This is an optimization exercise on Yosys and OpenROAD, whose aim is small area, a short achievable clock period and few clock cycles per item, not a production implementation. In this exercise RTL edits were held to simulation tests only and were not proved equivalent to the original. Power and IR drop assume default switching activity.

<file path="design/flow/design.v">
`timescale 1ns/100ps
`default_nettype none
module fpmul_wb
(
  input  wire        clk,
  input  wire        rst_n,
  input  wire        wb_cyc_i,
  input  wire        wb_stb_i,
  input  wire        wb_we_i,
  input  wire [2:0]  wb_adr_i,
  input  wire [31:0] wb_dat_i,
  output wire        wb_ack_o,
  output wire [31:0] wb_dat_o
);
  reg  [31:0] x_q, y_q;
  reg  [2:0]  mode_q;
  reg         ack_q;
  reg  [2:0]  adr_q;   
  reg         wr_q;    
  reg  [5:0]  neg, one, two;  
  reg  [23:0] l_q;     
  reg         lstk_q;  
  reg  [24:0] s_q;     
  reg         u0_q, u1_q;  
  wire acc = wb_cyc_i & wb_stb_i & ~ack_q;
  wire hi  = ~wr_q;
  wire        wr   = acc & wb_we_i;
  wire [31:0] y_n  = (wr & (wb_adr_i == 3'd1)) ? wb_dat_i : y_q;
  wire [12:0] blo  = {y_n[11:0], 1'b0};
  wire [12:0] bhi  = {1'b1, y_q[22:11]};
  wire [12:0] bsel = wr ? blo : bhi;
  wire [5:0]  neg_d, one_d, two_d;
  genvar gk;
  generate
    for (gk = 0; gk < 6; gk = gk + 1) begin : g_enc
      wire b2 = bsel[2*gk+2];
      wire b1 = bsel[2*gk+1];
      wire b0 = bsel[2*gk];
      assign neg_d[gk] = b2 & ~(b1 & b0);
      assign one_d[gk] = b1 ^ b0;
      assign two_d[gk] = (b2 & ~b1 & ~b0) | (~b2 & b1 & b0);
    end
  endgenerate
  wire [23:0] a = {1'b1, x_q[22:0]};
  wire [24:0] pp0, pp1, pp2, pp3, pp4, pp5;
  wire [25:0] a0 = {1'b0, a, 1'b0};
  function automatic [24:0] brow(input [25:0] ae, input o, input t, input n);
    integer i;
    begin
      for (i = 0; i < 25; i = i + 1)
        brow[i] = ((o & ae[i+1]) | (t & ae[i])) ^ n;
    end
  endfunction
  assign pp0 = brow(a0, one[0], two[0], neg[0]);
  assign pp1 = brow(a0, one[1], two[1], neg[1]);
  assign pp2 = brow(a0, one[2], two[2], neg[2]);
  assign pp3 = brow(a0, one[3], two[3], neg[3]);
  assign pp4 = brow(a0, one[4], two[4], neg[4]);
  assign pp5 = brow(a0, one[5], two[5], neg[5]);
  wire [23:0] arow = a & {24{hi}};
  wire [23:0] lrow = {~l_q[23], l_q[22:0]} & {24{hi}};
  wire [35:0] sr0, sr1;
  wire hs0, hc0;
  assign hs0 = lrow[8] ^ neg[4];
  assign hc0 = lrow[8] & neg[4];
  wire hs1, hc1;
  assign hs1 = lrow[9] ^ pp0[9];
  assign hc1 = lrow[9] & pp0[9];
  wire fs2, fc2;
  assign {fc2, fs2} = {1'b0, lrow[10]} + {1'b0, neg[5]} + {1'b0, pp0[10]};
  wire hs3, hc3;
  assign hs3 = pp1[8] ^ pp2[6];
  assign hc3 = pp1[8] & pp2[6];
  wire fs4, fc4;
  assign {fc4, fs4} = {1'b0, lrow[11]} + {1'b0, pp0[11]} + {1'b0, pp1[9]};
  wire hs5, hc5;
  assign hs5 = pp2[7] ^ pp3[5];
  assign hc5 = pp2[7] & pp3[5];
  wire fs6, fc6;
  assign {fc6, fs6} = {1'b0, arow[0]} + {1'b0, lrow[12]} + {1'b0, pp0[12]};
  wire fs7, fc7;
  assign {fc7, fs7} = {1'b0, pp1[10]} + {1'b0, pp2[8]} + {1'b0, pp3[6]};
  wire fs8, fc8;
  assign {fc8, fs8} = {1'b0, arow[1]} + {1'b0, lrow[13]} + {1'b0, pp0[13]};
  wire fs9, fc9;
  assign {fc9, fs9} = {1'b0, pp1[11]} + {1'b0, pp2[9]} + {1'b0, pp3[7]};
  wire fs10, fc10;
  assign {fc10, fs10} = {1'b0, arow[2]} + {1'b0, lrow[14]} + {1'b0, pp0[14]};
  wire fs11, fc11;
  assign {fc11, fs11} = {1'b0, pp1[12]} + {1'b0, pp2[10]} + {1'b0, pp3[8]};
  wire fs12, fc12;
  assign {fc12, fs12} = {1'b0, arow[3]} + {1'b0, lrow[15]} + {1'b0, pp0[15]};
  wire fs13, fc13;
  assign {fc13, fs13} = {1'b0, pp1[13]} + {1'b0, pp2[11]} + {1'b0, pp3[9]};
  wire fs14, fc14;
  assign {fc14, fs14} = {1'b0, arow[4]} + {1'b0, lrow[16]} + {1'b0, pp0[16]};
  wire fs15, fc15;
  assign {fc15, fs15} = {1'b0, pp1[14]} + {1'b0, pp2[12]} + {1'b0, pp3[10]};
  wire fs16, fc16;
  assign {fc16, fs16} = {1'b0, arow[5]} + {1'b0, lrow[17]} + {1'b0, pp0[17]};
  wire fs17, fc17;
  assign {fc17, fs17} = {1'b0, pp1[15]} + {1'b0, pp2[13]} + {1'b0, pp3[11]};
  wire fs18, fc18;
  assign {fc18, fs18} = {1'b0, arow[6]} + {1'b0, lrow[18]} + {1'b0, pp0[18]};
  wire fs19, fc19;
  assign {fc19, fs19} = {1'b0, pp1[16]} + {1'b0, pp2[14]} + {1'b0, pp3[12]};
  wire fs20, fc20;
  assign {fc20, fs20} = {1'b0, arow[7]} + {1'b0, lrow[19]} + {1'b0, pp0[19]};
  wire fs21, fc21;
  assign {fc21, fs21} = {1'b0, pp1[17]} + {1'b0, pp2[15]} + {1'b0, pp3[13]};
  wire fs22, fc22;
  assign {fc22, fs22} = {1'b0, arow[8]} + {1'b0, lrow[20]} + {1'b0, pp0[20]};
  wire fs23, fc23;
  assign {fc23, fs23} = {1'b0, pp1[18]} + {1'b0, pp2[16]} + {1'b0, pp3[14]};
  wire fs24, fc24;
  assign {fc24, fs24} = {1'b0, arow[9]} + {1'b0, lrow[21]} + {1'b0, pp0[21]};
  wire fs25, fc25;
  assign {fc25, fs25} = {1'b0, pp1[19]} + {1'b0, pp2[17]} + {1'b0, pp3[15]};
  wire fs26, fc26;
  assign {fc26, fs26} = {1'b0, arow[10]} + {1'b0, lrow[22]} + {1'b0, pp0[22]};
  wire fs27, fc27;
  assign {fc27, fs27} = {1'b0, pp1[20]} + {1'b0, pp2[18]} + {1'b0, pp3[16]};
  wire fs28, fc28;
  assign {fc28, fs28} = {1'b0, hi} + {1'b0, arow[11]} + {1'b0, lrow[23]};
  wire fs29, fc29;
  assign {fc29, fs29} = {1'b0, pp0[23]} + {1'b0, pp1[21]} + {1'b0, pp2[19]};
  wire hs30, hc30;
  assign hs30 = pp3[17] ^ pp4[15];
  assign hc30 = pp3[17] & pp4[15];
  wire fs31, fc31;
  assign {fc31, fs31} = {1'b0, hi} + {1'b0, arow[12]} + {1'b0, pp0[24]};
  wire fs32, fc32;
  assign {fc32, fs32} = {1'b0, pp1[22]} + {1'b0, pp2[20]} + {1'b0, pp3[18]};
  wire hs33, hc33;
  assign hs33 = pp4[16] ^ pp5[14];
  assign hc33 = pp4[16] & pp5[14];
  wire fs34, fc34;
  assign {fc34, fs34} = {1'b0, wr_q} + {1'b0, arow[13]} + {1'b0, ~neg[0]};
  wire fs35, fc35;
  assign {fc35, fs35} = {1'b0, pp1[23]} + {1'b0, pp2[21]} + {1'b0, pp3[19]};
  wire hs36, hc36;
  assign hs36 = pp4[17] ^ pp5[15];
  assign hc36 = pp4[17] & pp5[15];
  wire fs37, fc37;
  assign {fc37, fs37} = {1'b0, 1'b1} + {1'b0, arow[14]} + {1'b0, pp1[24]};
  wire fs38, fc38;
  assign {fc38, fs38} = {1'b0, pp2[22]} + {1'b0, pp3[20]} + {1'b0, pp4[18]};
  wire fs39, fc39;
  assign {fc39, fs39} = {1'b0, arow[15]} + {1'b0, ~neg[1]} + {1'b0, pp2[23]};
  wire hs40, hc40;
  assign hs40 = 1'b1 ^ arow[16];
  assign hc40 = 1'b1 & arow[16];
  wire hs41, hc41;
  assign hs41 = lrow[4] ^ neg[2];
  assign hc41 = lrow[4] & neg[2];
  wire hs42, hc42;
  assign hs42 = lrow[5] ^ pp0[5];
  assign hc42 = lrow[5] & pp0[5];
  wire fs43, fc43;
  assign {fc43, fs43} = {1'b0, lrow[6]} + {1'b0, neg[3]} + {1'b0, pp0[6]};
  wire hs44, hc44;
  assign hs44 = pp1[4] ^ pp2[2];
  assign hc44 = pp1[4] & pp2[2];
  wire fs45, fc45;
  assign {fc45, fs45} = {1'b0, lrow[7]} + {1'b0, pp0[7]} + {1'b0, pp1[5]};
  wire hs46, hc46;
  assign hs46 = pp2[3] ^ pp3[1];
  assign hc46 = pp2[3] & pp3[1];
  wire fs47, fc47;
  assign {fc47, fs47} = {1'b0, hs0} + {1'b0, pp0[8]} + {1'b0, pp1[6]};
  wire fs48, fc48;
  assign {fc48, fs48} = {1'b0, pp2[4]} + {1'b0, pp3[2]} + {1'b0, pp4[0]};
  wire fs49, fc49;
  assign {fc49, fs49} = {1'b0, hc0} + {1'b0, pp1[7]} + {1'b0, pp2[5]};
  wire fs50, fc50;
  assign {fc50, fs50} = {1'b0, pp3[3]} + {1'b0, pp4[1]} + {1'b0, hs1};
  wire fs51, fc51;
  assign {fc51, fs51} = {1'b0, pp3[4]} + {1'b0, pp4[2]} + {1'b0, pp5[0]};
  wire fs52, fc52;
  assign {fc52, fs52} = {1'b0, hc1} + {1'b0, hs3} + {1'b0, fs2};
  wire fs53, fc53;
  assign {fc53, fs53} = {1'b0, pp4[3]} + {1'b0, pp5[1]} + {1'b0, hc3};
  wire fs54, fc54;
  assign {fc54, fs54} = {1'b0, hs5} + {1'b0, fc2} + {1'b0, fs4};
  wire fs55, fc55;
  assign {fc55, fs55} = {1'b0, pp4[4]} + {1'b0, pp5[2]} + {1'b0, hc5};
  wire fs56, fc56;
  assign {fc56, fs56} = {1'b0, fc4} + {1'b0, fs6} + {1'b0, fs7};
  wire fs57, fc57;
  assign {fc57, fs57} = {1'b0, pp4[5]} + {1'b0, pp5[3]} + {1'b0, fc6};
  wire fs58, fc58;
  assign {fc58, fs58} = {1'b0, fc7} + {1'b0, fs8} + {1'b0, fs9};
  wire fs59, fc59;
  assign {fc59, fs59} = {1'b0, pp4[6]} + {1'b0, pp5[4]} + {1'b0, fc8};
  wire fs60, fc60;
  assign {fc60, fs60} = {1'b0, fc9} + {1'b0, fs10} + {1'b0, fs11};
  wire fs61, fc61;
  assign {fc61, fs61} = {1'b0, pp4[7]} + {1'b0, pp5[5]} + {1'b0, fc10};
  wire fs62, fc62;
  assign {fc62, fs62} = {1'b0, fc11} + {1'b0, fs12} + {1'b0, fs13};
  wire fs63, fc63;
  assign {fc63, fs63} = {1'b0, pp4[8]} + {1'b0, pp5[6]} + {1'b0, fc12};
  wire fs64, fc64;
  assign {fc64, fs64} = {1'b0, fc13} + {1'b0, fs14} + {1'b0, fs15};
  wire fs65, fc65;
  assign {fc65, fs65} = {1'b0, pp4[9]} + {1'b0, pp5[7]} + {1'b0, fc14};
  wire fs66, fc66;
  assign {fc66, fs66} = {1'b0, fc15} + {1'b0, fs16} + {1'b0, fs17};
  wire fs67, fc67;
  assign {fc67, fs67} = {1'b0, pp4[10]} + {1'b0, pp5[8]} + {1'b0, fc16};
  wire fs68, fc68;
  assign {fc68, fs68} = {1'b0, fc17} + {1'b0, fs18} + {1'b0, fs19};
  wire fs69, fc69;
  assign {fc69, fs69} = {1'b0, pp4[11]} + {1'b0, pp5[9]} + {1'b0, fc18};
  wire fs70, fc70;
  assign {fc70, fs70} = {1'b0, fc19} + {1'b0, fs20} + {1'b0, fs21};
  wire fs71, fc71;
  assign {fc71, fs71} = {1'b0, pp4[12]} + {1'b0, pp5[10]} + {1'b0, fc20};
  wire fs72, fc72;
  assign {fc72, fs72} = {1'b0, fc21} + {1'b0, fs22} + {1'b0, fs23};
  wire fs73, fc73;
  assign {fc73, fs73} = {1'b0, pp4[13]} + {1'b0, pp5[11]} + {1'b0, fc22};
  wire fs74, fc74;
  assign {fc74, fs74} = {1'b0, fc23} + {1'b0, fs24} + {1'b0, fs25};
  wire fs75, fc75;
  assign {fc75, fs75} = {1'b0, pp4[14]} + {1'b0, pp5[12]} + {1'b0, fc24};
  wire fs76, fc76;
  assign {fc76, fs76} = {1'b0, fc25} + {1'b0, fs26} + {1'b0, fs27};
  wire fs77, fc77;
  assign {fc77, fs77} = {1'b0, fs28} + {1'b0, pp5[13]} + {1'b0, hs30};
  wire fs78, fc78;
  assign {fc78, fs78} = {1'b0, fc26} + {1'b0, fc27} + {1'b0, fs29};
  wire fs79, fc79;
  assign {fc79, fs79} = {1'b0, fc28} + {1'b0, hc30} + {1'b0, hs33};
  wire fs80, fc80;
  assign {fc80, fs80} = {1'b0, fc29} + {1'b0, fs31} + {1'b0, fs32};
  wire fs81, fc81;
  assign {fc81, fs81} = {1'b0, fs34} + {1'b0, hc33} + {1'b0, hs36};
  wire fs82, fc82;
  assign {fc82, fs82} = {1'b0, fc31} + {1'b0, fc32} + {1'b0, fs35};
  wire fs83, fc83;
  assign {fc83, fs83} = {1'b0, fc34} + {1'b0, pp5[16]} + {1'b0, hc36};
  wire fs84, fc84;
  assign {fc84, fs84} = {1'b0, fc35} + {1'b0, fs37} + {1'b0, fs38};
  wire fs85, fc85;
  assign {fc85, fs85} = {1'b0, pp3[21]} + {1'b0, pp4[19]} + {1'b0, pp5[17]};
  wire fs86, fc86;
  assign {fc86, fs86} = {1'b0, fc37} + {1'b0, fc38} + {1'b0, fs39};
  wire fs87, fc87;
  assign {fc87, fs87} = {1'b0, hs40} + {1'b0, pp2[24]} + {1'b0, pp3[22]};
  wire fs88, fc88;
  assign {fc88, fs88} = {1'b0, pp4[20]} + {1'b0, pp5[18]} + {1'b0, fc39};
  wire fs89, fc89;
  assign {fc89, fs89} = {1'b0, arow[17]} + {1'b0, hc40} + {1'b0, ~neg[2]};
  wire fs90, fc90;
  assign {fc90, fs90} = {1'b0, pp3[23]} + {1'b0, pp4[21]} + {1'b0, pp5[19]};
  wire fs91, fc91;
  assign {fc91, fs91} = {1'b0, 1'b1} + {1'b0, arow[18]} + {1'b0, pp3[24]};
  wire hs92, hc92;
  assign hs92 = pp4[22] ^ pp5[20];
  assign hc92 = pp4[22] & pp5[20];
  wire fs93, fc93;
  assign {fc93, fs93} = {1'b0, arow[19]} + {1'b0, ~neg[3]} + {1'b0, pp4[23]};
  wire hs94, hc94;
  assign hs94 = 1'b1 ^ arow[20];
  assign hc94 = 1'b1 & arow[20];
  wire hs95, hc95;
  assign hs95 = lrow[2] ^ neg[1];
  assign hc95 = lrow[2] & neg[1];
  wire hs96, hc96;
  assign hs96 = lrow[3] ^ pp0[3];
  assign hc96 = lrow[3] & pp0[3];
  wire fs97, fc97;
  assign {fc97, fs97} = {1'b0, hs41} + {1'b0, pp0[4]} + {1'b0, pp1[2]};
  wire fs98, fc98;
  assign {fc98, fs98} = {1'b0, hc41} + {1'b0, pp1[3]} + {1'b0, pp2[1]};
  wire fs99, fc99;
  assign {fc99, fs99} = {1'b0, pp3[0]} + {1'b0, hc42} + {1'b0, hs44};
  wire fs100, fc100;
  assign {fc100, fs100} = {1'b0, hc44} + {1'b0, hs46} + {1'b0, fc43};
  wire fs101, fc101;
  assign {fc101, fs101} = {1'b0, hc46} + {1'b0, fc45} + {1'b0, fs47};
  wire fs102, fc102;
  assign {fc102, fs102} = {1'b0, fc47} + {1'b0, fc48} + {1'b0, fs49};
  wire fs103, fc103;
  assign {fc103, fs103} = {1'b0, fc49} + {1'b0, fs51} + {1'b0, fc50};
  wire fs104, fc104;
  assign {fc104, fs104} = {1'b0, fc51} + {1'b0, fs53} + {1'b0, fc52};
  wire fs105, fc105;
  assign {fc105, fs105} = {1'b0, fc53} + {1'b0, fs55} + {1'b0, fc54};
  wire fs106, fc106;
  assign {fc106, fs106} = {1'b0, fc55} + {1'b0, fc56} + {1'b0, fs57};
  wire fs107, fc107;
  assign {fc107, fs107} = {1'b0, fc57} + {1'b0, fc58} + {1'b0, fs59};
  wire fs108, fc108;
  assign {fc108, fs108} = {1'b0, fc59} + {1'b0, fc60} + {1'b0, fs61};
  wire fs109, fc109;
  assign {fc109, fs109} = {1'b0, fc61} + {1'b0, fc62} + {1'b0, fs63};
  wire fs110, fc110;
  assign {fc110, fs110} = {1'b0, fc63} + {1'b0, fc64} + {1'b0, fs65};
  wire fs111, fc111;
  assign {fc111, fs111} = {1'b0, fc65} + {1'b0, fc66} + {1'b0, fs67};
  wire fs112, fc112;
  assign {fc112, fs112} = {1'b0, fc67} + {1'b0, fc68} + {1'b0, fs69};
  wire fs113, fc113;
  assign {fc113, fs113} = {1'b0, fc69} + {1'b0, fc70} + {1'b0, fs71};
  wire fs114, fc114;
  assign {fc114, fs114} = {1'b0, fc71} + {1'b0, fc72} + {1'b0, fs73};
  wire fs115, fc115;
  assign {fc115, fs115} = {1'b0, fc73} + {1'b0, fc74} + {1'b0, fs75};
  wire fs116, fc116;
  assign {fc116, fs116} = {1'b0, fs77} + {1'b0, fc75} + {1'b0, fc76};
  wire fs117, fc117;
  assign {fc117, fs117} = {1'b0, fc77} + {1'b0, fs79} + {1'b0, fc78};
  wire fs118, fc118;
  assign {fc118, fs118} = {1'b0, fc79} + {1'b0, fs81} + {1'b0, fc80};
  wire fs119, fc119;
  assign {fc119, fs119} = {1'b0, fc81} + {1'b0, fs83} + {1'b0, fc82};
  wire fs120, fc120;
  assign {fc120, fs120} = {1'b0, fs85} + {1'b0, fc83} + {1'b0, fc84};
  wire fs121, fc121;
  assign {fc121, fs121} = {1'b0, fc85} + {1'b0, fs87} + {1'b0, fc86};
  wire fs122, fc122;
  assign {fc122, fs122} = {1'b0, fs89} + {1'b0, fc87} + {1'b0, fs90};
  wire fs123, fc123;
  assign {fc123, fs123} = {1'b0, fc89} + {1'b0, hs92} + {1'b0, fc90};
  wire fs124, fc124;
  assign {fc124, fs124} = {1'b0, pp5[21]} + {1'b0, hc92} + {1'b0, fc91};
  wire fs125, fc125;
  assign {fc125, fs125} = {1'b0, hs94} + {1'b0, pp4[24]} + {1'b0, pp5[22]};
  wire fs126, fc126;
  assign {fc126, fs126} = {1'b0, arow[21]} + {1'b0, hc94} + {1'b0, ~neg[4]};
  wire hs127, hc127;
  assign hs127 = 1'b1 ^ arow[22];
  assign hc127 = 1'b1 & arow[22];
  wire hs128, hc128;
  assign hs128 = lrow[0] ^ neg[0];
  assign hc128 = lrow[0] & neg[0];
  wire hs129, hc129;
  assign hs129 = lrow[1] ^ pp0[1];
  assign hc129 = lrow[1] & pp0[1];
  wire fs130, fc130;
  assign {fc130, fs130} = {1'b0, hs95} + {1'b0, pp0[2]} + {1'b0, pp1[0]};
  wire fs131, fc131;
  assign {fc131, fs131} = {1'b0, hc95} + {1'b0, pp1[1]} + {1'b0, hs96};
  wire fs132, fc132;
  assign {fc132, fs132} = {1'b0, pp2[0]} + {1'b0, hc96} + {1'b0, fs97};
  wire fs133, fc133;
  assign {fc133, fs133} = {1'b0, hs42} + {1'b0, fc97} + {1'b0, fs98};
  wire fs134, fc134;
  assign {fc134, fs134} = {1'b0, fc98} + {1'b0, fs43} + {1'b0, fs99};
  wire fs135, fc135;
  assign {fc135, fs135} = {1'b0, fs45} + {1'b0, fc99} + {1'b0, fs100};
  wire fs136, fc136;
  assign {fc136, fs136} = {1'b0, fs48} + {1'b0, fc100} + {1'b0, fs101};
  wire fs137, fc137;
  assign {fc137, fs137} = {1'b0, fs50} + {1'b0, fc101} + {1'b0, fs102};
  wire fs138, fc138;
  assign {fc138, fs138} = {1'b0, fc102} + {1'b0, fs52} + {1'b0, fs103};
  wire fs139, fc139;
  assign {fc139, fs139} = {1'b0, fs54} + {1'b0, fc103} + {1'b0, fs104};
  wire fs140, fc140;
  assign {fc140, fs140} = {1'b0, fs56} + {1'b0, fc104} + {1'b0, fs105};
  wire fs141, fc141;
  assign {fc141, fs141} = {1'b0, fs58} + {1'b0, fc105} + {1'b0, fs106};
  wire fs142, fc142;
  assign {fc142, fs142} = {1'b0, fs60} + {1'b0, fc106} + {1'b0, fs107};
  wire fs143, fc143;
  assign {fc143, fs143} = {1'b0, fs62} + {1'b0, fc107} + {1'b0, fs108};
  wire fs144, fc144;
  assign {fc144, fs144} = {1'b0, fs64} + {1'b0, fc108} + {1'b0, fs109};
  wire fs145, fc145;
  assign {fc145, fs145} = {1'b0, fs66} + {1'b0, fc109} + {1'b0, fs110};
  wire fs146, fc146;
  assign {fc146, fs146} = {1'b0, fs68} + {1'b0, fc110} + {1'b0, fs111};
  wire fs147, fc147;
  assign {fc147, fs147} = {1'b0, fs70} + {1'b0, fc111} + {1'b0, fs112};
  wire fs148, fc148;
  assign {fc148, fs148} = {1'b0, fs72} + {1'b0, fc112} + {1'b0, fs113};
  wire fs149, fc149;
  assign {fc149, fs149} = {1'b0, fs74} + {1'b0, fc113} + {1'b0, fs114};
  wire fs150, fc150;
  assign {fc150, fs150} = {1'b0, fs76} + {1'b0, fc114} + {1'b0, fs115};
  wire fs151, fc151;
  assign {fc151, fs151} = {1'b0, fs78} + {1'b0, fc115} + {1'b0, fs116};
  wire fs152, fc152;
  assign {fc152, fs152} = {1'b0, fs80} + {1'b0, fc116} + {1'b0, fs117};
  wire fs153, fc153;
  assign {fc153, fs153} = {1'b0, fs82} + {1'b0, fc117} + {1'b0, fs118};
  wire fs154, fc154;
  assign {fc154, fs154} = {1'b0, fs84} + {1'b0, fc118} + {1'b0, fs119};
  wire fs155, fc155;
  assign {fc155, fs155} = {1'b0, fs86} + {1'b0, fc119} + {1'b0, fs120};
  wire fs156, fc156;
  assign {fc156, fs156} = {1'b0, fs88} + {1'b0, fc120} + {1'b0, fs121};
  wire fs157, fc157;
  assign {fc157, fs157} = {1'b0, fc88} + {1'b0, fs122} + {1'b0, fc121};
  wire fs158, fc158;
  assign {fc158, fs158} = {1'b0, fs91} + {1'b0, fc122} + {1'b0, fs123};
  wire fs159, fc159;
  assign {fc159, fs159} = {1'b0, fs93} + {1'b0, fc123} + {1'b0, fs124};
  wire fs160, fc160;
  assign {fc160, fs160} = {1'b0, fc93} + {1'b0, fs125} + {1'b0, fc124};
  wire fs161, fc161;
  assign {fc161, fs161} = {1'b0, fs126} + {1'b0, pp5[23]} + {1'b0, fc125};
  wire fs162, fc162;
  assign {fc162, fs162} = {1'b0, hs127} + {1'b0, fc126} + {1'b0, pp5[24]};
  wire fs163, fc163;
  assign {fc163, fs163} = {1'b0, arow[23]} + {1'b0, hc127} + {1'b0, ~neg[5]};
  assign sr0 = {fc162, fc161, fc160, fc159, fc158, fc157, fc156, fc155, fc154, fc153, fc152, fc151, fc150, fc149, fc148, fc147, fc146, fc145, fc144, fc143, fc142, fc141, fc140, fc139, fc138, fc137, fc136, fc135, fc134, fc133, fc132, fc131, fc130, hc129, hc128, hs128};
  assign sr1 = {fs163, fs162, fs161, fs160, fs159, fs158, fs157, fs156, fs155, fs154, fs153, fs152, fs151, fs150, fs149, fs148, fs147, fs146, fs145, fs144, fs143, fs142, fs141, fs140, fs139, fs138, fs137, fs136, fs135, fs134, fs133, fs132, fs131, fs130, hs129, pp0[0]};
  wire [35:0] sum = sr0 + sr1;  
  wire        sgn  = x_q[31] ^ y_q[31];
  wire        stk0 = (|sum[8:0]) | lstk_q;   
  wire        stk1 = stk0 | sum[9];          
  function automatic rinc(input [2:0] m, input s, input l, input g, input r, input t);
    begin
      case (m)
        3'd0:    rinc = g & (r | t | l);
        3'd1:    rinc = 1'b0;
        3'd2:    rinc = s & (g | r | t);
        3'd3:    rinc = ~s & (g | r | t);
        default: rinc = g;
      endcase
    end
  endfunction
  wire inc0 = rinc(mode_q, sgn, sum[11], sum[10], sum[9],  stk0);
  wire inc1 = rinc(mode_q, sgn, sum[12], sum[11], sum[10], stk1);
  wire [24:0] q   = s_q;
  wire        p47 = q[24];
  wire        c1  = u1_q | (u0_q & q[0]);  
  wire [24:0] cy;                          
  assign cy[0] = u0_q;
  genvar gi;
  generate
    for (gi = 1; gi < 25; gi = gi + 1) begin : g_cy
      if (gi == 1) begin : g1
        assign cy[gi] = c1;
      end else begin : gn
        assign cy[gi] = c1 & (&q[gi-1:1]);
      end
    end
  endgenerate
  wire [24:0] qr  = q ^ cy;
  wire [22:0] fz  = p47 ? qr[23:1] : qr[22:0];
  wire        nrm = p47 | cy[24];
  wire [7:0] ex = x_q[30:23];
  wire [7:0] ey = y_q[30:23];
  wire [8:0] esum = {1'b0, ex} + {1'b0, ey};
  wire       mx = &ex;
  wire       my = &ey;
  wire       zx = ~|ex;
  wire       zy = ~|ey;
  wire       fxz = ~|x_q[22:0];
  wire       fyz = ~|y_q[22:0];
  wire       infx = (mx & fxz) | (my & fyz);
  wire       zerx = zx | zy;
  wire       nan  = (mx & ~fxz) | (my & ~fyz) | (mx & zy) | (my & zx);
  wire       ovrf0 = esum >= 9'd382;
  wire       ovrf1 = esum >= 9'd381;
  wire       udrf0 = esum <= 9'd127;
  wire       udrf1 = esum <= 9'd126;
  wire       inf0 = infx | ovrf0;
  wire       inf1 = infx | ovrf1;
  wire       zer0 = zerx | udrf0;
  wire       zer1 = zerx | udrf1;
  wire       qn0  = nan | (inf0 & zer0);
  wire       qn1  = nan | (inf1 & zer1);
  wire [7:0] ez0  = (qn0 | inf0) ? 8'hff : zer0 ? 8'h00 : esum[7:0] - 8'd127;
  wire [7:0] ez1  = (qn1 | inf1) ? 8'hff : zer1 ? 8'h00 : esum[7:0] - 8'd126;
  wire       fm0  = ~(qn0 | inf0 | zer0);
  wire       fm1  = ~(qn1 | inf1 | zer1);
  wire       ovrf = nrm ? ovrf1 : ovrf0;
  wire       udrf = nrm ? udrf1 : udrf0;
  wire       inf  = nrm ? inf1 : inf0;
  wire       zer  = nrm ? zer1 : zer0;
  wire       qn   = nrm ? qn1 : qn0;
  wire [7:0] ez   = nrm ? ez1 : ez0;
  wire       fm   = nrm ? fm1 : fm0;
  wire [31:0] res = {sgn, ez, (fz & {23{fm}}) | {qn, 22'b0}};
  reg [31:0] rdat;
  always @* begin
    case (adr_q)
      3'd0:    rdat = x_q;
      3'd1:    rdat = y_q;
      3'd2:    rdat = {29'b0, mode_q};
      3'd3:    rdat = res;
      3'd4:    rdat = {27'b0, nan, inf, zer, ovrf, udrf};
      default: rdat = 32'b0;
    endcase
  end
  always @(posedge clk) begin
    if (!rst_n) begin
      ack_q  <= 1'b0;
      wr_q   <= 1'b0;
      x_q    <= 32'b0;
      y_q    <= 32'b0;
      mode_q <= 3'b0;
      l_q    <= 24'b0;
      lstk_q <= 1'b0;
      neg    <= 6'b100000;  
      one    <= 6'b000000;
      two    <= 6'b100000;
    end else begin
      ack_q <= acc;
      wr_q  <= wr;
      neg   <= neg_d;
      one   <= one_d;
      two   <= two_d;
      if (wr & (wb_adr_i == 3'd0)) x_q <= wb_dat_i;
      if (wr & (wb_adr_i == 3'd1)) y_q <= wb_dat_i;
      if (wr & (wb_adr_i == 3'd2)) mode_q <= wb_dat_i[2:0];
      if (wr_q) begin
        l_q    <= sum[35:12];
        lstk_q <= |sum[11:0];
      end
    end
  end
  always @(posedge clk) begin
    adr_q  <= wb_adr_i;
    s_q    <= sum[35:11];
    u0_q   <= ~sum[35] & inc0;
    u1_q   <= sum[35] & inc1;
  end
  assign wb_ack_o = ack_q;
  assign wb_dat_o = rdat;
endmodule
`default_nettype wire
</file>
<file path="design/flow/flow/run.sh">
#!/bin/bash
# The standard ORFS layout (the standard.sh, standard synthesis) with two changes:
# setup repair aims for SETUP_SLACK_MARGIN ns of slack at the design's clock period, so
# the resizer sizes and buffers the critical paths, and the port buffers are buf_2 cells.
set -uo pipefail
export SETUP_SLACK_MARGIN=6.5
export BUFFER_PORTS_ARGS="-buffer_cell sky130_fd_sc_hd__buf_2"
bash standard.sh synth > synth.log 2>&1 || { tail -20 synth.log; exit 1; }
bash standard.sh finish > layout.log 2>&1 || { tail -20 layout.log; exit 1; }
</file>
<file path="design/flow/standard.sh">
#!/bin/bash
# synth_recipe.tcl (not shown) runs the flow's synth.tcl, then flattens the netlist and writes it again
# the make line also repeats each setting of config.mk as NAME=value (left out here)
make -C /OpenROAD-flow-scripts/flow DESIGN_CONFIG=/design/flow/config.mk WORK_HOME=/design/flow/orfs CLKGATE_MAP_FILE= SYNTH_SCRIPT=/design/flow/synth_recipe.tcl "${@:-finish}"
</file>
<file path="design/flow/config.mk">
export PLATFORM = sky130hd
export DESIGN_NAME = fpmul_wb
export DESIGN_NICKNAME = fpmul_wb
export VERILOG_FILES = /design/flow/design.v
export SDC_FILE = /design/flow/constraint.sdc
export NUM_CORES = 4
export LEC_CHECK = 0
export CAP_MARGIN = 20
export CELL_PAD_IN_SITES_DETAIL_PLACEMENT = 0
export CELL_PAD_IN_SITES_GLOBAL_PLACEMENT = 0
export CORE_MARGIN = 2
export CORE_UTILIZATION = 45
export PLACE_DENSITY = 0.65
export SLEW_MARGIN = 20
</file>
<file path="design/flow/constraint.sdc">
create_clock -name core_clock -period 13.0 [get_ports {clk}]
set_input_delay 2.6000 -clock core_clock [delete_from_list [all_inputs] [get_ports {clk}]]
set_output_delay 2.6000 -clock core_clock [all_outputs]
set_load 0.01 [all_outputs]
</file>
==> impl_metrics.py <==
metrics = {
    "job": {
        "maxCapViolCount": 0,
    },
    "timing": {
        "relSlewSlack_pct": 31.15,
        "fmax_mhz": 156.3,
        "slew_viol_final": 0,
        "finalCritPeriodShare_pct": 49.22,
        "tns_ns": 0,
        "tightest_slew_ns": 1.018,
        "finalHoldViolCount": 0,
        "fin_crit_ns": 6.398,
        "hold_ws_ns": 0.4564,
        "clock_skew_ns": 0.01733,
        "rsz0062_at_grt": "false",
        "finalSetupViolCount": 0,
    },
    "yosys": {
        "yosys_warnings": 1,
        "ys_async_sr_fraction_pct": 0,
        "synth_seq_cells": 142,
        "yosysSeqAreaShare_pct": 18.47,
        "synthTopCellsByArea": "fa_1 (19%), dfxtp_1 (18%), a22oi_1 (7.4%)",
        "synth_edf_count": 0,
        "yosysUniqueCellTypes": 69,
        "syn_avg_cell_area_um2": 8.344,
        "yosysTopAreaCell": "fa_1",
        "syn-cell-area_um2": 15390,
        "syn_inst": 1845,
        "yosysTopAreaCellShare_pct": 18.60,
        "synth_most_common_cell": "nand2_1",
        "ys_top_cells_by_count": "nand2_1 (216), a22oi_1 (151), fa_1 (143)",
        "synth_nets": 2103,
        "ys.flop_type": "dfxtp_1",
    },
    "detailed_routing": {
        "drtIter0Drc": 1476,
        "routed_wl_um": 53930,
        "wl_per_cell_um": 23.42,
        "dr.pass1.iters": 5,
        "vias": 14170,
        "drcViolationCount": 0,
        "via_per_inst": 6.153,
        "ant_nets": 0,
    },
    "place": {
        "dp.final_hpwl_um": 38740,
        "placed_area_um2": 16060,
        "place.gp.congestion": 0.9582,
        "portBuffers": 72,
    },
    "worst_setup_path": {
        "worstSetupEndpointType": "output port",
        "cp_max_fo": 6,
        "required_ns": 10.40,
        "reg2regPathDepth": 19,
        "critPathArrivalTime_ns": 3.80,
        "worstSetupPathType": "reg -> out",
        "start_kind": "flop",
    },
    "pwr": {
        "switching_power_mw": 0.6424,
        "switching_share_pct": 39.77,
        "clockPowerShare_pct": 31.8,
        "leakage_nw": 6.494,
        "p_int_mw": 0.9728,
        "vdd_drop_max_v": 0.0001082,
        "power.share.combinational_pct": 34.4,
        "p_seq_share_pct": 33.8,
        "powerDensity_nw_per_um2": 94.77,
    },
    "grt": {
        "grt_overflow_total": 0,
        "track_usage_pct": 30.00,
        "antenna_found_initial": 0,
        "grt_max_degree": 84,
        "first_global_vias": 13710,
        "grt_pass1_wl_um": 82300,
    },
    "finish": {
        "areaGrowthSynthToFinish_pct": 10.71,
        "finalInstanceArea_um2": 17040,
        "layout-drive-gt1-share_pct": 12.08,
        "fillerInstances": 3212,
        "antennaDiodeCount": 0,
        "finish.net_count": 2101,
    },
    "hold_path": {
        "hold_depth": 2,
        "min_path_type": "reg -> reg",
    },
    "die": {
        "die-height_um": 189.0,
        "rows": 67,
        "start_util_pct": 45.80,
        "io_pins": 73,
        "core-area_um2": 33620,
        "die_x_um": 189.0,
        "die-area_um2": 35710,
    },
    "clock_network": {
        "cts.clk_slew.worst_paths_ns": 0.07,
        "cts_buffer_depth": 2,
        "clk_latency_ns": 0.44,
        "cts_buffers": 17,
        "clkSinkCount": 142,
        "htreeDepth": 4,
        "cts_tree": "built",
        "cts_root_buffer": "clkbuf_16",
    },
    "outcome": {
        "status": "timing/DRC/antenna clean",
    },
}
[sequential cells by signal, summed over array words and instances, names as in the netlist, 3 cells and up]
signal / count
x_q: 32
neg: 6
two: 6
adr_q: 3
s_q: 25
mode_q: 3
l_q: 24
one: 6
y_q: 32
[final cells by class]
cell class | instances | area, um2 | share of cell area [%]
inverter | 125 | 470.5 | 2.760
clock buffer | 17 | 425.4 | 2.496
sequential | 142 | 2853 | 16.74
multi-input combinational | 1431 | 11790 | 69.18
clock inverter | 14 | 171.4 | 1.006
timing repair buffer | 126 | 773.2 | 4.537
tap | 448 | 560.5 | 3.289
[layout by cell type (no fill, tap or decap), types with 21 or more instances in the layout]
master | netlist | routed
nor2b_1 | 25 | 25
xnor2_1 | 100 | 95
buf_2 | 1 | 72
nand2_1 | 216 | 216
inv_1 | 125 | 124
nor3_1 | 28 | 21
a21o_1 | 21 | 21
ha_1 | 75 | 72
mux2i_1 | 22 | 22
xor2_1 | 118 | 117
a22oi_1 | 151 | 151
o21ai_0 | 57 | 53
a21oi_1 | 139 | 135
dfxtp_1 | 142 | 136
fa_1 | 143 | 142
buf_4 | 0 | 52
nand3_1 | 24 | 22
nor2_1 | 88 | 87
[stage by stage]
step	cells	utilization [%]	worst slack (ns)	power (mW)
after global placement	2255	47.77	6.235	1.082
after CTS	2297	50.09	6.513	1.598
after detailed placement	2255	47.77	6.121	1.081
after floorplan	1845	-	7.098	0.8963
final	2303	50.70	6.602	1.615
after global routing	2303	50.70	6.502	1.684
[kinds of logic (layout without fill, tap and decap cells)]
| kind of cell | Yosys count | after routing | synth area share, % |
|---|---|---|---|
| AO/OA/AOI/OAI | 474 | 474 | 20.49 |
| XOR/XNOR | 218 | 218 | 12.40 |
| adder cells (fa/ha/maj) | 218 | 218 | 24.69 |
| buffers and inverters | 274 | 282 | 6.786 |
| flip-flops | 142 | 142 | 18.47 |
| multiplexers | 27 | 27 | 1.796 |
| AND/OR/NAND/NOR | 492 | 494 | 15.37 |
[layer usage]
metal / up-vias / global-route usage (%) / wire [um] / share of wire (%)
met5: - / 0 / 0 / 0
met4: 0 / 11.30 / 1986 / 3.7
met3: 147 / 6.469 / 4501 / 8.3
met2: 680 / 45.87 / 24040 / 45
met1: 6964 / 41.50 / 23400 / 43
li1: 6379 / - / - / -
[worst max-delay path, cell delays in order, from the launching register on]
cell and delay [ns]:
dfxtp_4 0.37, ha_4 0.17, fa_2 0.40, a21o_1 0.22, a21oi_4 0.20, o211ai_1 0.15, xnor2_2 0.25, nor3_4 0.09
a2111o_1 0.45, o21ai_4 0.26, nand3_4 0.21, a211oi_2 0.24, a221o_1 0.19, buf_2 0.15
[power groups by stage]
| stage | Clock (mW) | Combinational [mW] | Sequential [mW] |
|---|---|---|---|
| 3_3_place_gp | 0 | 0.531 | 0.550 |
| 2_1_floorplan | 0 | 0.369 | 0.527 |
| 5_1_grt | 0.535 | 0.598 | 0.551 |
| 3_5_place_dp | 0 | 0.530 | 0.551 |
| 4_1_cts | 0.515 | 0.541 | 0.542 |
| 6_report | 0.514 | 0.556 | 0.545 |
[path summary, 6_finish.rpt]
path	end	from	slack, ns
setup / recovery	wb_dat_o[12]	x_q[23]	6.60
hold / removal	x_q[10]	x_q[10]	0.46
setup reg to reg	l_q[22]	wr_q	6.75
hold reg to reg	x_q[10]	x_q[10]	0.46
[what timing repair did]
action,in CTS,in global routing
gates resized for setup,18,36
setup buffers,9,6
setup endpoints to repair,31,48
pin swaps,9,19
hold buffers,0,0
cloned,2,0
Testbench counts, summed over its fixed seeds: cycles 94,540, items 12,000.

## re-timing with driven ports
The results above use ideal ports. As a check the final layout listed here was re-extracted and re-timed, cells and wires unchanged.
Step 1 sets driving cells, clkbuf_16 on the clock port and buf_2 on the other inputs (assumed; they add their load-dependent delay and slew).
Step 2 times the ports against the registers' clock, not the clock port: input delays grow and output delays shrink by t, the midpoint of the rising clock arrivals with the driver on.
Slacks: no drivers / after step 1 / after step 2; pairs: no drivers / after step 1.
t, ns: 0.484
setup slack, ns: 6.602 / 6.553 / 6.751
latest minus earliest clock arrival (ns): 0.018 / 0.017
After both steps this run still meets setup and hold. The setup slack of this run moves by -0.049 ns with the drivers and by +0.149 ns with both steps.
